From an optimization exercise on the open Yosys and OpenROAD flow, aimed at small area and a short achievable clock period; shortcuts taken in it are not production practice. The RTL was checked by simulation tests, not by an equivalence proof against the original design. Power and IR drop assume default switching activity.

## run Z
==> flow/design.v <==
package mem_responder_pkg;
   localparam int WORD_W     = 16;
   localparam int DEF_LAT    = 2;
   localparam int DEF_ADDR_W = 8;
   localparam int RING_L     = 4;                   
   localparam int N_RING     = 2**DEF_ADDR_W / RING_L;
endpackage
module mem_responder_array (
   input  logic        clk,
   input  logic [7:0]  hw, lw,
   input  logic [7:0]  hi_nxt, lo_nxt,
   input  logic        rs1_nxt, rs3_nxt,
   input  logic        cln3,     
   input  logic [mem_responder_pkg::WORD_W-1:0] wdn,    
   output logic [mem_responder_pkg::WORD_W-1:0] rdata   
);
   localparam int W = mem_responder_pkg::WORD_W;
   localparam int N = mem_responder_pkg::N_RING;
   logic [W*N-1:0] r0, r1, r2, r3, r0_nxt;
   logic [N-1:0]   ia, ib;      
   logic [N-1:0]   s1, s3;      
   logic [W*16-1:0] l1;         
   genvar g, b, k;
   generate
      for (g = 0; g < N; g++) begin : ring
         wire wsel = hw[g/8] & lw[g%8];
         assign ia[g] = wsel | ~cln3;
         assign ib[g] = ~wsel;
         wire sel_nxt = hi_nxt[g/8] & lo_nxt[g%8];
         always_ff @(posedge clk) begin
            s1[g] <= rs1_nxt & sel_nxt;
            s3[g] <= rs3_nxt & sel_nxt;
         end
      end
      for (b = 0; b < W; b++) begin : bt
         for (g = 0; g < N; g++) begin : ins
            mem_responder_ins u (
               .a(ia[g]), .r(r3[b*N + g]), .b(ib[g]), .w(wdn[b]), .y(r0_nxt[b*N + g])
            );
         end
         for (k = 0; k < 16; k++) begin : rd
            mem_responder_rd8 u (
               .s1(s1[4*k +: 4]), .d1(r1[b*N + 4*k +: 4]), .s3(s3[4*k +: 4]),
               .d3(r3[b*N + 4*k +: 4]), .y(l1[b*16 + k])
            );
         end
         mem_responder_or16 u_or (.a(l1[b*16 +: 16]), .y(rdata[b]));
      end
   endgenerate
   always_ff @(posedge clk) begin
      r0 <= r0_nxt;
      r1 <= r0;
      r2 <= r1;
      r3 <= r2;
   end
endmodule
module mem_responder_ins (
   input  logic a, r, b, w,
   output logic y
);
   assign y = ~((a | r) & (b | w));
endmodule
module mem_responder_rd8 (
   input  logic [3:0] s1, d1, s3, d3,
   output logic       y
);
   assign y = |((s1 & d1) | (s3 & d3));
endmodule
module mem_responder_or16 (
   input  logic [15:0] a,
   output logic        y
);
   assign y = |a;
endmodule
module mem_responder #(
   parameter int LAT    = mem_responder_pkg::DEF_LAT,
   parameter int ADDR_W = mem_responder_pkg::DEF_ADDR_W
) (
   input  logic              clk,
   input  logic              rst,
   input  logic              enable,
   input  logic              wr,
   input  logic [mem_responder_pkg::WORD_W-1:0] addr,
   input  logic [mem_responder_pkg::WORD_W-1:0] data_in,
   output logic [mem_responder_pkg::WORD_W-1:0] data_out,
   output logic              stall,
   output logic              done,
   output logic              err
);
   localparam int W = mem_responder_pkg::WORD_W;
   logic        b1, b2, dn;          
   logic        bz;                  
   logic        idl;                 
   logic        idle, accept;
   logic [1:0]  ph;                  
   logic [1:0]  p, p_nxt;            
   logic        cw;                  
   logic [7:0]  hi, lo;              
   logic [W-1:0] cdata;              
   logic        wpend, wpend_nxt;    
   logic        wc;                  
   logic        rd_nxt;              
   logic        rs1_nxt, rs3_nxt;    
   logic        wc_nxt;              
   logic [7:0]  hi_nxt, lo_nxt;
   logic [7:0]  hw, lw;              
   logic        hit;                 
   logic [3:0]  cln;                 
   logic [3:0]  pol;                 
   logic        pol_in;              
   logic        ppol;                
   logic [W-1:0] wdn;
   logic [W-1:0] rdata, dreg;
   logic        rd_done;             
   assign idle   = idl;
   assign accept = enable & idle;
   assign stall  = bz | (enable & ~dn);
   always_ff @(posedge clk or negedge rst) begin
      if (!rst) begin
         b1 <= 1'b0;
         b2 <= 1'b0;
         bz <= 1'b0;
         dn <= 1'b0;
         idl <= 1'b1;
      end else begin
         b1 <= accept;
         b2 <= b1;
         bz <= accept | b1;
         dn <= b2;
         idl <= ~(accept | b1 | b2);
      end
   end
   assign rd_done = b2 & ~cw;
   always_comb begin
      p_nxt     = accept ? addr[2:1] + ph + 2'd1 : p + 2'd1;
      wpend_nxt = accept ? wr : (wpend & ~wc);
      rd_nxt    = accept ? ~wr : (b1 & ~cw);
      hi_nxt    = accept ? 8'd1 << addr[8:6] : hi;
      lo_nxt    = accept ? 8'd1 << addr[5:3] : lo;
      rs1_nxt   = rd_nxt & (p_nxt == 2'd1) & cln[0];
      rs3_nxt   = rd_nxt & (p_nxt == 2'd3) & cln[2];
      wc_nxt    = wpend_nxt & (p_nxt == 2'd3);
   end
   assign pol_in = cln[3] & ~pol[3];
   assign wdn    = ~cdata ^ {W{pol_in}};
   always_ff @(posedge clk or negedge rst) begin
      if (!rst) begin
         ph      <= 2'd0;
         p       <= 2'd0;
         cln     <= 4'd0;
         pol     <= 4'd0;
         ppol    <= 1'b0;
         wpend   <= 1'b0;
         wc      <= 1'b0;
         hw      <= 8'd0;
         lw      <= 8'd0;
         hit     <= 1'b0;
         data_out <= '0;
      end else begin
         ph      <= ph + 2'd1;
         p       <= p_nxt;
         cln     <= {cln[2:0], 1'b1};
         pol     <= {pol[2:0], pol_in};
         ppol    <= rd_nxt & ((p_nxt == 2'd1) & cln[0] & pol[0] | (p_nxt == 2'd3) & cln[2] & pol[2]);
         wpend   <= wpend_nxt;
         wc      <= wc_nxt;
         hw      <= {8{wc_nxt}} & hi_nxt;
         lw      <= {8{wc_nxt}} & lo_nxt;
         hit     <= rd_nxt & p_nxt[0];
         data_out <= rd_done ? ((rdata ^ {W{ppol}}) | (dreg & {W{~hit}})) : '0;
      end
   end
   always_ff @(posedge clk) begin
      if (accept) begin
         cw    <= wr;
         hi    <= hi_nxt;
         lo    <= lo_nxt;
         cdata <= data_in;
      end
   end
   mem_responder_array u_array (
      .clk   (clk),
      .hw    (hw),
      .lw    (lw),
      .hi_nxt  (hi_nxt),
      .lo_nxt  (lo_nxt),
      .rs1_nxt (rs1_nxt),
      .rs3_nxt (rs3_nxt),
      .cln3  (cln[3]),
      .wdn   (wdn),
      .rdata (rdata)
   );
   always_ff @(posedge clk) begin
      dreg <= (rdata ^ {W{ppol}}) | (dreg & {W{~hit}});
   end
   assign done     = dn;
   assign err      = 1'b0;
endmodule
clock: 6.0 ns
lec_check: 0
cap_margin: 20
core_margin: 2
core_utilization: 40
cts_cluster_diameter: 110
cts_cluster_size: 30
setup_slack_margin: 3.3
slew_margin: 20
synth_hierarchical: 1
run.sh (not shown) runs the stock make flow with config.mk's settings and CLKGATE_MAP_FILE= SYNTH_SCRIPT=/design/flow/synth_recipe.tcl, a recipe that flattens the netlist after the stock synthesis.
Every stage of the flow completed for run Z, and the final layout passed the timing, DRC and antenna checks.
Input changes introduced in run F (baseline for comparison: run Z):
--- a/flow/design.v
+++ b/flow/design.v
@@ -87,11 +87,12 @@
    output logic              done,
    output logic              err
 );
    localparam int W = mem_responder_pkg::WORD_W;
    logic        b1, b2, dn;          
-   logic        bz;                  
+   logic        nbz;                 
+   logic        ndn;                 
    logic        idl;                 
    logic        idle, accept;
    logic [1:0]  ph;                  
    logic [1:0]  p, p_nxt;            
    logic        cw;                  
@@ -112,23 +113,25 @@
    logic [W-1:0] wdn;
    logic [W-1:0] rdata, dreg;
    logic        rd_done;             
    assign idle   = idl;
    assign accept = enable & idle;
-   assign stall  = bz | (enable & ~dn);
+   assign stall  = ~(nbz & ~(enable & ndn));
    always_ff @(posedge clk or negedge rst) begin
       if (!rst) begin
          b1 <= 1'b0;
          b2 <= 1'b0;
-         bz <= 1'b0;
+         nbz <= 1'b1;
          dn <= 1'b0;
+         ndn <= 1'b1;
          idl <= 1'b1;
       end else begin
          b1 <= accept;
          b2 <= b1;
-         bz <= accept | b1;
+         nbz <= ~(accept | b1);
          dn <= b2;
+         ndn <= ~b2;
          idl <= ~(accept | b1 | b2);
       end
    end
    assign rd_done = b2 & ~cw;
    always_comb begin
Run F completed every stage of the flow, and the final layout passed the timing, DRC and antenna checks.
Count of vias placed by the detailed router: run F lower than run Z
| sequential cell area | run F vs run Z | ≈ equal |
On number of standard cells in the layout, taps in and fillers out, run Z and run F are basically level.
NOTE non-clock buffer count run Z->run F increased by more than 10%
Area share of fa/ha/maj cells after synthesis: run Z vs run F, no meaningful difference
Cmp run Z and run F / worst setup slack / lower: run F
Overall power after layout across run Z and run F: no real change.
There was hardly any difference in synthesized area between run F and run Z.

v6:
RTL: the design.v shown in full above, as it stands there.
==> flow/config.mk <==
export PLATFORM = sky130hd
export DESIGN_NAME = mem_responder
export DESIGN_NICKNAME = mem_responder
export VERILOG_FILES = /design/flow/design.v
export SDC_FILE = /design/flow/constraint.sdc
export NUM_CORES = 4
export LEC_CHECK = 0
export CAP_MARGIN = 20
export CORE_MARGIN = 2
export CORE_UTILIZATION = 40
export CTS_CLUSTER_DIAMETER = 80
export CTS_CLUSTER_SIZE = 30
export SETUP_SLACK_MARGIN = 3.3
export SLEW_MARGIN = 20
export SYNTH_HIERARCHICAL = 1
==> flow/constraint.sdc <==
create_clock -name core_clock -period 6.0 [get_ports {clk}]
set_input_delay 1.2000 -clock core_clock [delete_from_list [all_inputs] [get_ports {clk}]]
set_output_delay 1.2000 -clock core_clock [all_outputs]
set_load 0.01 [all_outputs]
## Diff of input files: v7 against v6
==> flow/design.v, changed modules only <==
module mem_responder_array (
   input  logic        clk,
   input  logic [7:0]  hi,       
   input  logic [7:0]  lo,       
   input  logic        wc,       
   input  logic        cln3,     
   input  logic        rs1,      
   input  logic        rs3,      
   input  logic [mem_responder_pkg::WORD_W-1:0] wdn,    
   output logic [mem_responder_pkg::WORD_W-1:0] rdata   
);
   localparam int W = mem_responder_pkg::WORD_W;
   localparam int N = mem_responder_pkg::N_RING;
   logic [W*N-1:0] r0, r1, r2, r3, r0_nxt;
   logic [N-1:0]   ia, ib;      
   logic [N-1:0]   s1, s3;      
   logic [W*16-1:0] l1;         
   genvar g, b, k;
   generate
      for (g = 0; g < N; g++) begin : ring
         wire sel  = hi[g/8] & lo[g%8];
         wire wsel = wc & sel;
         assign ia[g] = wsel | ~cln3;
         assign ib[g] = ~wsel;
         assign s1[g] = rs1 & sel;
         assign s3[g] = rs3 & sel;
      end
      for (b = 0; b < W; b++) begin : bt
         for (g = 0; g < N; g++) begin : ins
            mem_responder_ins u (
               .a(ia[g]), .r(r3[b*N + g]), .b(ib[g]), .w(wdn[b]), .y(r0_nxt[b*N + g])
            );
         end
         for (k = 0; k < 16; k++) begin : rd
            mem_responder_rd8 u (
               .s1(s1[4*k +: 4]), .d1(r1[b*N + 4*k +: 4]), .s3(s3[4*k +: 4]),
               .d3(r3[b*N + 4*k +: 4]), .y(l1[b*16 + k])
            );
         end
         mem_responder_or16 u_or (.a(l1[b*16 +: 16]), .y(rdata[b]));
      end
   endgenerate
   always_ff @(posedge clk) begin
      r0 <= r0_nxt;
      r1 <= r0;
      r2 <= r1;
      r3 <= r2;
   end
endmodule
module mem_responder #(
   parameter int LAT    = mem_responder_pkg::DEF_LAT,
   parameter int ADDR_W = mem_responder_pkg::DEF_ADDR_W
) (
   input  logic              clk,
   input  logic              rst,
   input  logic              enable,
   input  logic              wr,
   input  logic [mem_responder_pkg::WORD_W-1:0] addr,
   input  logic [mem_responder_pkg::WORD_W-1:0] data_in,
   output logic [mem_responder_pkg::WORD_W-1:0] data_out,
   output logic              stall,
   output logic              done,
   output logic              err
);
   localparam int W = mem_responder_pkg::WORD_W;
   logic        b1, b2, dn;          
   logic        bz;                  
   logic        idl;                 
   logic        idle, accept;
   logic [1:0]  ph;                  
   logic [1:0]  p, p_nxt;            
   logic        cw;                  
   logic [7:0]  hi, lo;              
   logic [W-1:0] cdata;              
   logic        wpend, wpend_nxt;    
   logic        wc;                  
   logic        rd_nxt;              
   logic        rs1, rs3, hit;       
   logic [3:0]  cln;                 
   logic [3:0]  pol;                 
   logic        pol_in;              
   logic        ppol;                
   logic [W-1:0] wdn;
   logic [W-1:0] rdata, dreg;
   logic        rd_done;             
   assign idle   = idl;
   assign accept = enable & idle;
   assign stall  = bz | (enable & ~dn);
   always_ff @(posedge clk or negedge rst) begin
      if (!rst) begin
         b1 <= 1'b0;
         b2 <= 1'b0;
         bz <= 1'b0;
         dn <= 1'b0;
         idl <= 1'b1;
      end else begin
         b1 <= accept;
         b2 <= b1;
         bz <= accept | b1;
         dn <= b2;
         idl <= ~(accept | b1 | b2);
      end
   end
   assign rd_done = b2 & ~cw;
   always_comb begin
      p_nxt     = accept ? addr[2:1] + ph + 2'd1 : p + 2'd1;
      wpend_nxt = accept ? wr : (wpend & ~wc);
      rd_nxt    = accept ? ~wr : (b1 & ~cw);
   end
   assign pol_in = cln[3] & ~pol[3];
   assign wdn    = ~cdata ^ {W{pol_in}};
   always_ff @(posedge clk or negedge rst) begin
      if (!rst) begin
         ph      <= 2'd0;
         p       <= 2'd0;
         cln     <= 4'd0;
         pol     <= 4'd0;
         ppol    <= 1'b0;
         wpend   <= 1'b0;
         wc      <= 1'b0;
         rs1     <= 1'b0;
         rs3     <= 1'b0;
         hit     <= 1'b0;
         data_out <= '0;
      end else begin
         ph      <= ph + 2'd1;
         p       <= p_nxt;
         cln     <= {cln[2:0], 1'b1};
         pol     <= {pol[2:0], pol_in};
         ppol    <= rd_nxt & ((p_nxt == 2'd1) & cln[0] & pol[0] | (p_nxt == 2'd3) & cln[2] & pol[2]);
         wpend   <= wpend_nxt;
         wc      <= wpend_nxt & (p_nxt == 2'd3);
         rs1     <= rd_nxt & (p_nxt == 2'd1) & cln[0];
         rs3     <= rd_nxt & (p_nxt == 2'd3) & cln[2];
         hit     <= rd_nxt & p_nxt[0];
         data_out <= rd_done ? ((rdata ^ {W{ppol}}) | (dreg & {W{~hit}})) : '0;
      end
   end
   always_ff @(posedge clk) begin
      if (accept) begin
         cw    <= wr;
         hi    <= 8'd1 << addr[8:6];
         lo    <= 8'd1 << addr[5:3];
         cdata <= data_in;
      end
   end
   mem_responder_array u_array (
      .clk   (clk),
      .hi    (hi),
      .lo    (lo),
      .wc    (wc),
      .cln3  (cln[3]),
      .rs1   (rs1),
      .rs3   (rs3),
      .wdn   (wdn),
      .rdata (rdata)
   );
   always_ff @(posedge clk) begin
      dreg <= (rdata ^ {W{ppol}}) | (dreg & {W{~hit}});
   end
   assign done     = dn;
   assign err      = 1'b0;
endmodule
Notes after the runs:
v6 -> v7: number of sinks on the clock net decreased by a few percent
Length in cells of the worst reg-to-reg path: lower on v6
The post-route clock period utilization in v7 sits 8.6 points above the value recorded for v6.
v7: proportion of final cell area spent on non-clock buffers 1.0 points above v6
From v6 to v7 the numbers moved as follows: power grew by about 4.4%; number of logic inverters in the finished layout -4.
Of the two values seen for highest metal layer with signal wires, met4 was produced by v7 and met5 by v6.
Total non-filler cell area in the finished layout on v7 is ahead of v6.
v7 vs v6 — core area dropped 3.0%.
Higher clock buffer count in the final layout was reported by v6, not v7.
Post-route worst setup slack: v7 lower than v6
Comparing v6 against v7, there is no change at all in post-detailed-route count of antenna-violating nets.
Number of tap instances went down by a few percent going from v6 to v7.
Average footprint of a synthesized cell essentially unchanged between v7 and v6.

## static timing again, ports no longer ideal
Ports are ideal in the flow. The routed layouts listed here were re-timed in OpenROAD. Step 1 assumes that a clkbuf_16 drives the clock port and a buf_2 every other input. Step 2 moves the port delays by t, midway between the first and last clock arrival at a register: inputs arrive t later, outputs are due t later. That takes back most of the time a late clock gives input paths. Slacks: ideal / step 1 / step 2; pairs: ideal / step 1.
| run | t, ns | setup slack, ns | pins driven straight from the clock port |
|---|---|---|---|
| run Z | 0.939 | 3.214 / 3.166 / 2.473 | 1 |
| run F | 0.939 | 3.153 / 3.097 / 2.541 | 1 |
| v6 | 0.947 | 3.214 / 3.166 / 2.552 | 1 |
| v7 | 0.943 | 2.699 / 2.699 / 2.699 | 1 |
After both steps setup and hold are still met in every run listed. The setup slack of run Z, which loses most, moves by -0.048 ns with the drivers and by -0.741 ns with both steps.
